Source: an optimization exercise on an open RTL-to-GDS flow (aim: small area, a short achievable clock period and few clock cycles). Production flows keep margins and buffers that such runs may drop.
RTL that was checked went through simulation tests only; none was proved equivalent to the original.
Power and IR drop assume default switching activity.

==> 04-04 <==
Design two_source_feather_blend, start of the top module:
module two_source_feather_blend #(
  parameter int MAX_DIM = 4096,
  parameter bit      CUT_A = 1'b1,
  parameter bit      CUT_R = 1'b1,
  parameter bit      CUT_B = 1'b1,
  parameter bit      CUT_P = 1'b1,
  parameter bit      CUT_C = 1'b1,
  parameter bit [7:0] CUT_D = 8'b1111_1111
) (
  input  logic                              clk,
  input  logic                              rst,
  input  logic                              cfg_wen,
  input  logic [tsfb_pkg::REG_IDX_W-1:0]    cfg_index,
  input  logic [tsfb_pkg::REG_DATA_W-1:0]   cfg_data,
  input  logic                              s_tvalid,
  output logic                              s_tready,
  input  logic [tsfb_pkg::IN_DATA_W-1:0]    s_tdata,
  output logic                              m_tvalid,
  input  logic                              m_tready,
  output logic [tsfb_pkg::OUT_DATA_W-1:0]   m_tdata
);
Settings: LEC_CHECK=0, ABC_AREA=1, CAP_MARGIN=20, CORE_MARGIN=2, CORE_UTILIZATION=40, SETUP_SLACK_MARGIN=3.7, SLEW_MARGIN=20; clock period 7.5 ns.
run.sh (not shown) runs the stock make flow with config.mk's settings and CLKGATE_MAP_FILE= SYNTH_SCRIPT=/design/flow/synth_recipe.tcl, a recipe that flattens the netlist after the stock synthesis.
==> inputs of 08-26, as changes to 04-04 <==
--- a/flow/design.v
+++ b/flow/design.v
@@ -1160,13 +1160,12 @@
   assign ps[30] = 1'b0;
   assign pc[30] = 1'b0;
 endmodule
 module two_source_feather_blend #(
   parameter int MAX_DIM = 4096,
   parameter bit      CUT_A = 1'b1,
-  parameter bit      CUT_R = 1'b1,
   parameter bit      CUT_B = 1'b1,
   parameter bit      CUT_P = 1'b1,
   parameter bit      CUT_C = 1'b1,
   parameter bit [7:0] CUT_D = 8'b1111_1111
 ) (
   input  logic                              clk,
@@ -1241,41 +1240,32 @@
     .clk(clk), .rst(rst), .en(en), .vi(s_tvalid),
     .di({nz0, m0, ch0}), .vo(v1), .dq(pa));
   logic [1:0]  nz1;
   logic [47:0] m1;
   logic [50:0] ch1;
   assign {nz1, m1, ch1} = pa;
+  logic [22:0] wt1_0;
+  logic [22:0] wt1_1;
   logic [23:0] ws1_0;
   logic [23:0] wc1_0;
   logic [23:0] ws1_1;
   logic [23:0] wc1_1;
-  tsfb_mul_12x12 u_mul_w0 (.a(nz1[0] ? m1[11:0]  : 12'd0), .b(m1[23:12]), .ps(ws1_0), .pc(wc1_0));
-  tsfb_mul_12x12 u_mul_w1 (.a(nz1[1] ? m1[35:24] : 12'd0), .b(m1[47:36]), .ps(ws1_1), .pc(wc1_1));
-  localparam int WR = 1 + 96 + 51;
-  logic          v1r;
-  logic [WR-1:0] pr;
-  tsfb_pipe #(.W(WR), .CUT(CUT_R)) u_cut_r (
-    .clk(clk), .rst(rst), .en(en), .vi(v1),
-    .di({|nz1, wc1_1, ws1_1, wc1_0, ws1_0, ch1}), .vo(v1r), .dq(pr));
-  logic        any1r;
-  logic [23:0] ws1r_0;
-  logic [23:0] wc1r_0;
-  logic [23:0] ws1r_1;
-  logic [23:0] wc1r_1;
-  logic [50:0] ch1r;
-  assign {any1r, wc1r_1, ws1r_1, wc1r_0, ws1r_0, ch1r} = pr;
   logic [23:0] wp1_0;
   logic [23:0] wp1_1;
-  assign wp1_0 = ws1r_0 + wc1r_0;
-  assign wp1_1 = ws1r_1 + wc1r_1;
+  tsfb_mul_12x12 u_mul_w0 (.a(m1[11:0]),  .b(m1[23:12]), .ps(ws1_0), .pc(wc1_0));
+  tsfb_mul_12x12 u_mul_w1 (.a(m1[35:24]), .b(m1[47:36]), .ps(ws1_1), .pc(wc1_1));
+  assign wp1_0 = ws1_0 + wc1_0;
+  assign wp1_1 = ws1_1 + wc1_1;
+  assign wt1_0 = nz1[0] ? wp1_0[22:0] : 23'd0;
+  assign wt1_1 = nz1[1] ? wp1_1[22:0] : 23'd0;
   localparam int WB = 1 + 46 + 51;
   logic          v2;
   logic [WB-1:0] pb;
   tsfb_pipe #(.W(WB), .CUT(CUT_B)) u_cut_b (
-    .clk(clk), .rst(rst), .en(en), .vi(v1r),
-    .di({any1r, wp1_1[22:0], wp1_0[22:0], ch1r}), .vo(v2), .dq(pb));
+    .clk(clk), .rst(rst), .en(en), .vi(v1),
+    .di({|nz1, wt1_1, wt1_0, ch1}), .vo(v2), .dq(pb));
   logic        any2;
   logic [22:0] wt2_0;
   logic [22:0] wt2_1;
   logic [50:0] ch2;
   assign {any2, wt2_1, wt2_0, ch2} = pb;
   logic [23:0]  tot2;
- ABC_AREA: 1 -> unset
==> summary of the runs <==
In 04-04 the sequential cell count is higher than in 08-26, by 143.
Against 08-26, the cell area of 04-04 is larger by 12%.
In 04-04 the area after synthesis is higher than in 08-26, by about 20%.
Of 04-04 and 08-26, 08-26 has the higher non-clock buffer count (gap 452).
In 08-26 the synthesized cell count is smaller than in 04-04, by about 40%.
Of 04-04 and 08-26, 04-04 has the higher clock power (gap about 9%, measured against 08-26).
Between 04-04 and 08-26, the lower clock-buffer cell count is in 08-26 (gap 16).
Of 08-26 and 04-04, 08-26 has the higher combinational power (gap about 26%, measured against 04-04).
Between 04-04 and 08-26, the lower power is in 04-04 (gap 9.5%, measured against 08-26).
==> figures <==
	04-04	08-26
XOR/XNOR Fraction of Synth Area	0.02229	0.04594
Critical hold path startpoint	g_div[0].u_cut_d.dq[31]	u_cut_a.dq[17]
# Post-CTS Setup Buffers	10	270
Switching power	31350 µW	30860 µW
CP required	8.18 ns	8.09 ns
Total of warnings raised by yosys	8	7
Total length of routed met2 wires	195900 µm	160400 µm
Setup slack of the worst register-to-register path	3.78 ns	2.11 ns
Average wire per standard cell	18.38 µm	20.46 µm
Reg-to-reg critical path startpoint	u_cut_a.dq[100]	u_cut_a.dq[95]
Status	finished clean	finished clean
Row Count	218	199
Final core occ	0.4411	0.4732
Headroom to the max-slew limit	0.2978	0.2529
Critical Path Source	u_cut_a.dq[100]	u_cut_a.dq[95]
Clock-net power	10500 µW	9670 µW
Largest stage delay on the critical path	0.54 ns	0.55 ns
Global-route wire length before repair	620100 µm	479000 µm
Maximum clock rate	268.9 MHz	185.5 MHz
Share of the synthesized area in the top cell type	0.3825	0.4231
Testbench counts of 04-04, summed over its fixed seeds: cycles 15,072.
Function not checked in 08-26: the RTL went through the layout flow alone.

==> what the ideal ports hide <==
The flow's constraints put no driver on any port. The routed layouts listed below were extracted and timed again, unchanged, in two steps. Step 1 assumes that a clkbuf_16 drives the clock port and a buf_2 every other input. Step 2 times the ports against the registers' clock, not the clock port: input delays grow and output delays shrink by t, the midpoint of the rising clock arrivals with the driver on. Three values: no drivers, after step 1, after step 2; two values: the first two.
run | t, ns | setup slack, ns | worst setup path after step 2 | worst slew at a driven data input, ns | pins driven straight from the clock port
04-04 | 1.004 | 3.782 / 3.726 / 3.058 | input to register | 0.20 | 1
08-26 | 0.954 | 2.109 / 2.109 / 2.109 | register to register | 0.22 | 1
After both steps setup and hold are still met in every run listed. The setup slack of 04-04, which loses most, moves by -0.056 ns with the drivers and by -0.724 ns with both steps.
